This is an optimization exercise on Yosys and OpenROAD, whose aim is small area, a short achievable clock period and few clock cycles per item, not a production implementation.
Function was checked by simulation only, so behaviour that the tests miss may differ from the original.
No activity file was given, so power comes from the tool's default toggle rates.

==> flow/config.mk <==
export PLATFORM = sky130hd
export DESIGN_NAME = preemptive_priority_heap_scheduler_top
export DESIGN_NICKNAME = preemptive_priority_heap_scheduler_top
export VERILOG_FILES = /design/flow/design.v
export SDC_FILE = /design/flow/constraint.sdc
export NUM_CORES = 4
export LEC_CHECK = 0
export CAP_MARGIN = 20
export CORE_MARGIN = 2
export CORE_UTILIZATION = 40
export SETUP_SLACK_MARGIN = 3.0
export SLEW_MARGIN = 20
==> flow/constraint.sdc <==
create_clock -name core_clock -period 8.0 [get_ports {clock}]
set_input_delay 1.6000 -clock core_clock [delete_from_list [all_inputs] [get_ports {clock}]]
set_output_delay 1.6000 -clock core_clock [all_outputs]
set_load 0.01 [all_outputs]
==> flow/design.v <==
`timescale 1ns / 1ps
`default_nettype none
package pphs_pkg;
   localparam int HeapDepth = 32;
   localparam int IdxW = $clog2(HeapDepth);
   localparam int CntW = $clog2(HeapDepth + 1);
   localparam logic [2:0] StAccepted = 3'd0;
   localparam logic [2:0] StFull     = 3'd1;
   localparam logic [2:0] StZero     = 3'd2;
   localparam logic [2:0] StIdle     = 3'd3;
   localparam logic [2:0] StRan      = 3'd4;
   localparam logic [2:0] StFinished = 3'd5;
endpackage
`default_nettype wire
`timescale 1ns / 1ps
`default_nettype none
module pphs_ctrl (
   input  wire logic clock,
   input  wire logic reset,
   input  wire logic in_valid,
   output logic      in_ready,
   output logic      out_valid,
   input  wire logic out_ready,
   output logic      load,    
   output logic      take,    
   output logic      adv      
);
   logic held_ff, stage_ff, out_valid_ff;
   assign adv = stage_ff & (~out_valid_ff | out_ready);
   assign take = held_ff & (~stage_ff | adv);
   assign in_ready = ~held_ff | take;
   assign load = in_valid & in_ready;
   assign out_valid = out_valid_ff;
   always_ff @(posedge clock) begin
      if (reset) begin
         held_ff <= 1'b0;
         stage_ff <= 1'b0;
         out_valid_ff <= 1'b0;
      end else begin
         held_ff <= load | (held_ff & ~take);
         stage_ff <= take | (stage_ff & ~adv);
         out_valid_ff <= adv | (out_valid_ff & ~out_ready);
      end
   end
endmodule
`default_nettype wire
`timescale 1ns / 1ps
`default_nettype none
module pphs_datapath (
   input  wire logic        clock,
   input  wire logic        reset,
   input  wire logic        take,
   input  wire logic        adv,
   input  wire logic        in_mode,
   input  wire logic [7:0]  in_id,
   input  wire logic [7:0]  in_prio,
   input  wire logic [15:0] in_burst,
   output logic [2:0]       res_status,
   output logic [7:0]       res_id,
   output logic [31:0]      res_time,
   output logic             res_first,
   output logic [31:0]      res_resp,
   output logic [31:0]      res_wait
);
   localparam int D = pphs_pkg::HeapDepth;
   function automatic logic [32:0] add33(input logic [32:0] a, input logic [32:0] b,
                                         input logic cin);
      logic [32:0] g, p, gg, pp;
      g = a & b;
      p = a ^ b;
      gg = g;
      pp = p;
      gg[0] = g[0] | (p[0] & cin);
      for (int l = 0; l < 6; l++) begin
         for (int i = 0; i < 33; i++) begin
            if (((i >> l) & 1) == 1) begin
               gg[i] = gg[i] | (pp[i] & gg[((i >> l) << l) - 1]);
               pp[i] = pp[i] & pp[((i >> l) << l) - 1];
            end
         end
      end
      add33 = p ^ {gg[31:0], cin};
   endfunction
   function automatic logic lt8(input logic [7:0] a, input logic [7:0] b);
      logic [7:0] g, e;
      logic [3:0] g1, e1;
      logic [1:0] g2, e2;
      g = ~a & b;
      e = ~(a & ~b);
      for (int k = 0; k < 4; k++) begin
         g1[k] = g[2 * k + 1] | (e[2 * k + 1] & g[2 * k]);
         e1[k] = e[2 * k + 1] & e[2 * k];
      end
      for (int k = 0; k < 2; k++) begin
         g2[k] = g1[2 * k + 1] | (e1[2 * k + 1] & g1[2 * k]);
         e2[k] = e1[2 * k + 1] & e1[2 * k];
      end
      lt8 = g2[1] | (e2[1] & g2[0]);
   endfunction
   logic [D-1:0][7:0] hp_ff;    
   logic [D-1:0][4:0] hs_ff;    
   logic [5:0] cnt_ff;
   logic [D:0] th_ff;           
   logic [D-1:0] roh_ff;        
   logic [31:0] now_ff;
   logic [D-1:0][7:0]  tid_ff;
   logic [D-1:0][15:0] trem_ff;  
   logic [D-1:0]       tst_ff;   
   logic [D-1:0][32:0] tt_ff;    
   logic tick, full, zero_b, pop, arrive, reins;
   assign tick = in_mode;
   assign full = th_ff[D-1];
   assign zero_b = (in_burst == 16'd0);
   assign pop = tick & th_ff[0];
   assign arrive = ~tick & ~full & ~zero_b;
   logic [2:0] s_status;
   logic [7:0] s_id;
   logic [31:0] s_now;
   logic s_served;
   logic s_rst;
   logic [32:0] s_rt;
   logic [7:0] rid;
   logic [15:0] rrem, rdec;
   logic rst;
   logic [32:0] rt, dsub, rdec33, now_inc, tnew;
   logic [31:0] dsat;
   always_comb begin
      rid = '0; rrem = '0; rst = 1'b0; rt = '0;
      for (int k = 0; k < D; k++) begin
         rid = rid | (tid_ff[k] & {8{roh_ff[k]}});
         rrem = rrem | (trem_ff[k] & {16{roh_ff[k]}});
         rst = rst | (tst_ff[k] & roh_ff[k]);
         rt = rt | (tt_ff[k] & {33{roh_ff[k]}});
      end
   end
   assign rdec33 = add33({17'd0, rrem}, {33{1'b1}}, 1'b0);
   assign rdec = rdec33[15:0];
   assign reins = (rrem != 16'd1);
   assign now_inc = add33({1'b0, now_ff}, 33'd0, 1'b1);
   logic [32:0] tn_b, tn_x, tn_y;
   assign tn_b = {17'd0, rrem};
   assign tn_x = ~(rt ^ tn_b);
   assign tn_y = rt | tn_b;
   assign tnew = add33(tn_x, {tn_y[31:0], 1'b0}, 1'b0);
   assign dsub = add33({1'b0, s_now}, ~s_rt, 1'b1);
   assign dsat = dsub[32] ? 32'd0 : dsub[31:0];
   logic [7:0] pm;
   logic [4:0] sm, sfree;
   logic gtm;
   logic [D-1:0] last_oh, next_oh;
   logic [D-1:0] goL, goR, act, gtT, gtA, gt2, anc_t, anc_a, sel, up;
   logic [D-1:0][12:0] h2, h3;
   logic [12:0] ent;
   always_comb begin
      pm = '0; sm = '0; sfree = '0;
      for (int k = 0; k < D; k++) begin
         last_oh[k] = th_ff[k] & ~th_ff[k + 1];
         next_oh[k] = (k == 0 ? 1'b1 : th_ff[k - 1]) & ~th_ff[k];
         pm = pm | (hp_ff[k] & {8{last_oh[k]}});
         sm = sm | (hs_ff[k] & {5{last_oh[k]}});
         sfree = sfree | (hs_ff[k] & {5{next_oh[k]}});
      end
   end
   assign gtm = lt8(hp_ff[0], pm);
   assign ent = tick ? {hp_ff[0], hs_ff[0]} : {in_prio, sfree};
   for (genvar i = 0; i < D; i++) begin : g_node
      localparam int L = 2 * i + 1;
      localparam int R = 2 * i + 2;
      localparam int P = (i == 0) ? 0 : (i - 1) / 2;
      logic ltl, ltr, rl, sel_t, sel_a;
      assign gtT[i] = lt8(hp_ff[0], hp_ff[i]);
      assign gtA[i] = lt8(in_prio, hp_ff[i]);
      if (L <= 30) begin : g_l
         assign ltl = th_ff[L + 1] & lt8(hp_ff[L], pm);
      end else begin : g_nl
         assign ltl = 1'b0;
      end
      if (R <= 30) begin : g_r
         assign ltr = th_ff[R + 1] & lt8(hp_ff[R], pm);
         assign rl = lt8(hp_ff[R], hp_ff[L]);
      end else begin : g_nr
         assign ltr = 1'b0;
         assign rl = 1'b0;
      end
      assign goR[i] = ltr & (~ltl | rl);
      assign goL[i] = ltl & ~goR[i];
      if (i == 0) begin : g_root
         assign act[i] = pop & th_ff[1];
      end else if (i % 2 == 1) begin : g_lk
         assign act[i] = act[P] & goL[P];
      end else begin : g_rk
         assign act[i] = act[P] & goR[P];
      end
      if (L <= 30) begin : g_h2
         always_comb begin
            if (act[i] & goL[i]) begin
               h2[i] = {hp_ff[L], hs_ff[L]};
               gt2[i] = gtT[L];
            end else if (act[i] & goR[i]) begin
               h2[i] = {hp_ff[R], hs_ff[R]};
               gt2[i] = gtT[R];
            end else if (act[i]) begin
               h2[i] = {pm, sm};
               gt2[i] = gtm;
            end else begin
               h2[i] = {hp_ff[i], hs_ff[i]};
               gt2[i] = gtT[i];
            end
         end
      end else begin : g_h2l
         always_comb begin
            if (act[i]) begin
               h2[i] = {pm, sm};
               gt2[i] = gtm;
            end else begin
               h2[i] = {hp_ff[i], hs_ff[i]};
               gt2[i] = gtT[i];
            end
         end
      end
      always_comb begin
         anc_t[i] = 1'b0;
         anc_a[i] = 1'b0;
         for (int k = 1; k <= 6; k++) begin
            if ((7'(cnt_ff) >> k) == 7'(i + 1)) anc_t[i] = 1'b1;
            if (((7'(cnt_ff) + 7'd1) >> k) == 7'(i + 1)) anc_a[i] = 1'b1;
         end
      end
      assign sel_t = pop & (last_oh[i] | (anc_t[i] & reins & gt2[i]));
      assign sel_a = arrive & (next_oh[i] | (anc_a[i] & gtA[i]));
      assign sel[i] = tick ? sel_t : sel_a;
      if (i == 0) begin : g_h3r
         assign up[i] = 1'b0;
      end else begin : g_up
         assign up[i] = tick ? (reins & gt2[P]) : gtA[P];
      end
      assign h3[i] = sel[i] ? (up[i] ? h2[P] : ent) : h2[i];
   end
   for (genvar i = 0; i < D; i++) begin : g_state
      always_ff @(posedge clock) begin
         if (take) begin
            hp_ff[i] <= h3[i][12:5];
            hs_ff[i] <= h3[i][4:0];
            roh_ff[i] <= (h3[0][4:0] == 5'(i));
         end
         if (reset) begin
            hs_ff[i] <= 5'(i);
            roh_ff[i] <= (i == 0);
         end
      end
   end
   always_ff @(posedge clock) begin
      if (reset) begin
         cnt_ff <= '0;
         th_ff <= '0;
         now_ff <= '0;
      end else if (take) begin
         if (arrive) begin
            cnt_ff <= cnt_ff + 6'd1;
            th_ff <= {th_ff[D-1:0], 1'b1};
         end else if (pop & ~reins) begin
            cnt_ff <= cnt_ff - 6'd1;
            th_ff <= {1'b0, th_ff[D:1]};
         end
         if (tick & (now_ff != 32'hFFFF_FFFF)) now_ff <= now_inc[31:0];
      end
   end
   logic [15:0] w_rem;
   logic [32:0] w_t;
   logic w_st;
   assign w_rem = tick ? rdec : in_burst;
   assign w_st = tick;
   assign w_t = tick ? (rst ? rt : tnew) : {1'b0, now_ff};
   for (genvar k = 0; k < D; k++) begin : g_slot
      always_ff @(posedge clock) begin
         if (tick ? (take & pop & reins & roh_ff[k]) : (~full & (sfree == 5'(k)))) begin
            trem_ff[k] <= w_rem;
            tst_ff[k] <= w_st;
            tt_ff[k] <= w_t;
         end
         if (~tick & ~full & (sfree == 5'(k))) tid_ff[k] <= in_id;
      end
   end
   always_ff @(posedge clock) begin
      if (take) begin
         s_now <= now_ff;
         s_served <= pop;
         s_rst <= rst;
         s_rt <= rt;
         if (!tick) begin
            s_id <= in_id;
            s_status <= full ? pphs_pkg::StFull :
                        zero_b ? pphs_pkg::StZero : pphs_pkg::StAccepted;
         end else if (!th_ff[0]) begin
            s_id <= '0;
            s_status <= pphs_pkg::StIdle;
         end else begin
            s_id <= rid;
            s_status <= reins ? pphs_pkg::StRan : pphs_pkg::StFinished;
         end
      end
   end
   always_ff @(posedge clock) begin
      if (adv) begin
         res_time <= s_now;
         res_id <= s_id;
         res_status <= s_status;
         res_first <= s_served & ~s_rst;
         res_resp <= (s_served & ~s_rst) ? dsat : 32'd0;
         res_wait <= (s_status == pphs_pkg::StFinished) ? dsat : 32'd0;
      end
   end
endmodule
`default_nettype wire
`timescale 1ns / 1ps
`default_nettype none
module preemptive_priority_heap_scheduler_top (
   input  wire logic         clock,
   input  wire logic         reset,
   input  wire logic         req_tvalid,
   output logic              req_tready,
   input  wire logic [31:0]  req_tdata,   
   input  wire logic         req_tuser,   
   output logic              rsp_tvalid,
   input  wire logic         rsp_tready,
   output logic [111:0]      rsp_tdata    
);
   logic load, take, adv;
   logic q_mode;
   logic [31:0] q_data;
   logic [2:0] r_status;
   logic [7:0] r_id;
   logic [31:0] r_time, r_resp, r_wait;
   logic r_first;
   pphs_ctrl u_ctrl (
      .clock(clock), .reset(reset), .in_valid(req_tvalid), .in_ready(req_tready),
      .out_valid(rsp_tvalid), .out_ready(rsp_tready), .load(load), .take(take),
      .adv(adv)
   );
   always_ff @(posedge clock) begin
      if (load) begin
         q_mode <= req_tuser;
         q_data <= req_tdata;
      end
   end
   pphs_datapath u_dp (
      .clock(clock), .reset(reset), .take(take), .adv(adv), .in_mode(q_mode),
      .in_id(q_data[7:0]), .in_prio(q_data[15:8]), .in_burst(q_data[31:16]),
      .res_status(r_status), .res_id(r_id), .res_time(r_time),
      .res_first(r_first), .res_resp(r_resp), .res_wait(r_wait)
   );
   assign rsp_tdata = {4'b0000, r_wait, r_resp, r_first, r_time, r_id, r_status};
endmodule
`default_nettype wire
==> flow/run.sh <==
#!/bin/bash
# synth_recipe.tcl (not shown) runs the flow's synth.tcl, then flattens the netlist and writes it again
# the make line also repeats each setting of config.mk as NAME=value (left out here)
make -C /OpenROAD-flow-scripts/flow DESIGN_CONFIG=/design/flow/config.mk WORK_HOME=/design/flow/orfs CLKGATE_MAP_FILE= SYNTH_SCRIPT=/design/flow/synth_recipe.tcl finish
==> summary.txt <==
initial antenna violation count between 70 and 80; vias in the first global route between 100k and 150k; share of the synthesized area in the top cell type 0.552; fin nets roughly 12000; CTS tree done; Root Buffer clkbuf_16; Final Setup Violations 0; FP Rows 206; worst hold path type reg2reg; RSZ-0062 raised after global routing yes; Synth Warn # 3; worst skew pair latency around 0.94 ns; commonest non-fill, non-tap cells in the layout edfxtp_1, buf_4, a22oi_1, nor2_1, nand2_1; max cap viols 0; synth top area cells edfxtp_1, a22oi_1, dfxtp_1, mux2i_1, maj3_1; pin count of the biggest net entering global routing 126; final count of hold timing violations 0; slew at the pin closest to its max-slew limit 1.46 ns; CTS Sinks between 2000 and 3000; vias 117000; Placeable Area between 0.3 and 0.4 mm2; first-pass GRT wire length 967000 um; CP Data Arrival Time just over 6 ns; TritonCTS buffer count slightly below 300; status finished clean; routed len/inst around 47 um; ys flop type edfxtp_1; Cells after DPL 14700; Netlist Area Pre-Place ~0.13 mm2; share of cells above drive strength 1 0.298; input/output buffers ~150; Fin Hold WS around 0.42 ns; worst-case clock buffer depth 4; final wirelength 757000 um; crit-path cells nand3b_1, o2111a_1, and4_4, and3_4, buf_12, buf_4, buf_4, o22ai_1, a21oi_1, o21a_1, o31ai_1, nor3_4, a2111oi_4, buf_4, o2111ai_4, a31o_2, buf_4, mux2i_1; width of the die roughly 570 um; clk_skew around 0.077 ns; Area Overhead vs Synth 32.1%; Avg Inst Size Synth ~12 um2; fill count about 27000; crit path time final between 5 and 6 ns; register clock-pin slew on the reported worst setup and hold paths ~0.060 ns; hpwl dp between 400000 and 500000 um; VDD IR max 207 uV; Crit-path slowest cell o31ai_1; kind of critical path reg2reg; DRC 0; Slew headroom 0.0242; initial DRC count 23000; pwr/cell area between 200 and 250 mW/mm2; worst path bufs/invs 5; max frequency around 0.18 GHz; Synth Instances between 10000 and 15000; H-tree depth 5; Synth Register Bits 2597; post-synthesis sequential area ratio 0.594; Top Ports 151; most common cell after layout, fill and taps aside edfxtp_1; routed vias/inst 7.20; CP max FO 6; Worst EP required 8.67 ns; DRT Pass-1 Iters 9; total grt overflow 0; Leakage approximately 59 nW; Global Route Usage Sum 0.444; number of synthesized flops with an enable pin approximately 2300; Die H around 570 um; Initial Util 0.402; routability-driven placement congestion ratio about 1.1; R2R Setup Slk between 2 and 2.5 ns; Worst setup SP type flop; period utilisation layout 0.690; setup tns final 0 ns; Finished Layout Cells 16300; Final Max Tran Viols 0; Worst path max stage delay between 0.6 and 0.7 ns; fraction of registers with async set/reset 0; Die ar. between 0.3 and 0.4 mm2; post-synth top area cell edfxtp_1; crit-path most repeated cell buf_4; ANT nets after route 0; crit-path leading delay family compound AO/OA/AOI/OAI gates; critical path capture point type flop; distinct cell type count after synthesis 119
what timing repair did:
item / 4_1_cts / 5_1_grt
gates cloned: 55 / 43
pin swaps: 260 / 300
resized for setup: 1207 / 877
setup endpoints to repair: 3176 / 1757
hold buffers: 0 / 0
buffers inserted: 598 / 261
worst register-to-register path: stages (launching register included):
cell	delay, ns
edfxtp_1	0.59
nand3b_1	0.50
o2111a_1	0.37
and4_4	0.21
and3_4	0.22
buf_12	0.18
buf_4	0.15
buf_4	0.16
o22ai_1	0.21
a21oi_1	0.08
o21a_1	0.20
o31ai_1	0.69
nor3_4	0.17
a2111oi_4	0.46
buf_4	0.19
o2111ai_4	0.18
a31o_2	0.43
buf_4	0.19
mux2i_1	0.12
metal layers:
| metal | vias to the layer above | part of all wire | routed length [um] | track usage |
|---|---|---|---|---|
| met1 | 59000 | 0.37 | 284000 | 0.603 |
| met3 | 2412 | 0.17 | 130000 | 0.189 |
| li1 | 44100 | - | - | - |
| met4 | 32 | 0.066 | 50000 | 0.230 |
| met5 | - | 0.0010 | 782 | 0.00104 |
| met2 | 11700 | 0.39 | 292000 | 0.596 |
area by class of cell:
cell class                 count  area (um2)  area share
sequential                  2597       75500       0.451
multi-input combinational   6621       54100       0.324
timing repair buffer        1943       21100       0.126
clock buffer                 367        7810      0.0467
tap                         4160        5200      0.0311
clock inverter               151        1870      0.0112
inverter                     385        1540     0.00922
antenna                       53         133    0.000792
cells in the mapped netlist (96+ instances only):
master	instances
a22oi_1	863
a21oi_1	407
a221oi_1	207
mux2i_1	428
maj3_1	370
inv_1	375
mux2_2	172
nand2_1	540
edfxtp_1	2331
buf_1	102
nand3_1	228
clkbuf_1	578
nor3_1	158
o21ai_0	386
a31oi_1	101
o22ai_1	96
buf_2	110
dfxtp_1	266
a22o_1	212
nand4_1	190
nor2_1	604
logic make-up (layout without fill, tap and decap cells):
group	Yosys count	after routing	share of synthesized area
xor+xnor	93	93	0.00643
compound gates	3099	3125	0.177
buf+inv	1230	2846	0.0397
flops	2597	2597	0.594
other cells	1	57	0.0000296
simple gates	2297	2303	0.0911
mux	607	610	0.0497
fa+ha+maj	486	486	0.0411
stage by stage:
step           worst slack [ns]  power, mW  utilization  area [um2]
3_3_place_gp              0.479       23.1        0.440      138000
5_1_grt                    2.51       40.7        0.531      167000
4_1_cts                    2.69       38.7        0.509      160000
6_report                   2.48       40.2        0.531      167000
3_5_place_dp              0.626       23.2        0.440      139000
2_1_floorplan              3.00       19.7            -      127000
sequential cells by signal (all words and copies together), names as in the netlist, 6 cells and up:
signal,flops
q_data,32
u_dp.hp_ff,256
u_dp.tt_ff,1056
u_dp.th_ff,33
u_dp.s_id,8
u_dp.hs_ff,160
u_dp.now_ff,32
u_dp.trem_ff,512
u_dp.s_now,32
u_dp.res_wait,32
u_dp.s_rt,33
u_dp.cnt_ff,6
u_dp.tid_ff,256
u_dp.tst_ff,32
u_dp.res_id,8
u_dp.roh_ff,32
u_dp.res_resp,32
u_dp.res_time,32
worst paths after layout:
| path | startpoint | to | cells past startpoint |
|---|---|---|---|
| setup / recovery | u_dp.hp_ff[238] | u_dp.hp_ff[104] | 18 |
| hold / removal | u_dp.s_id[6] | u_dp.res_id[6] | 0 |
| setup reg to reg | u_dp.hp_ff[238] | u_dp.hp_ff[104] | 18 |
| hold reg to reg | u_dp.s_id[6] | u_dp.res_id[6] | 0 |
where the power goes:
group	leakage, nW	internal (mW)	switching (mW)
Combinational	30.9	3.74	6.52
Clock	4.70	8.04	5.94
Sequential	23.3	15.7	0.300
Testbench counts, summed over its fixed seeds: cycles 96,024, items 96,000.

[what the ideal ports hide]
No port has a modelled driver above. Below, the same layout with a new extraction and two added sets of constraints. Step 1 (the two cells are an assumption about what drives the block):
set clk [get_ports {clock}]
set_driving_cell -lib_cell sky130_fd_sc_hd__clkbuf_16 $clk
set_driving_cell -lib_cell sky130_fd_sc_hd__buf_2 [delete_from_list [all_inputs] $clk]
Step 2 times the ports against the registers' clock, not the clock port: input delays grow and output delays shrink by t, the midpoint of the rising clock arrivals with the driver on. Slacks: no drivers / after step 1 / after step 2; pairs: no drivers / after step 1.
t, ns: 1.010
slack for setup (ns): 2.482 / 2.482 / 2.482
worst hold slack (ns): 0.418 / 0.418 / 0.418
slew at the worst register clock pin (ns): 0.07 / 0.07
worst data-port slew with drivers (ns): 0.17
After both steps this run still meets setup and hold. The setup slack of this run moves by 0.000 ns with the drivers and by 0.000 ns with both steps.
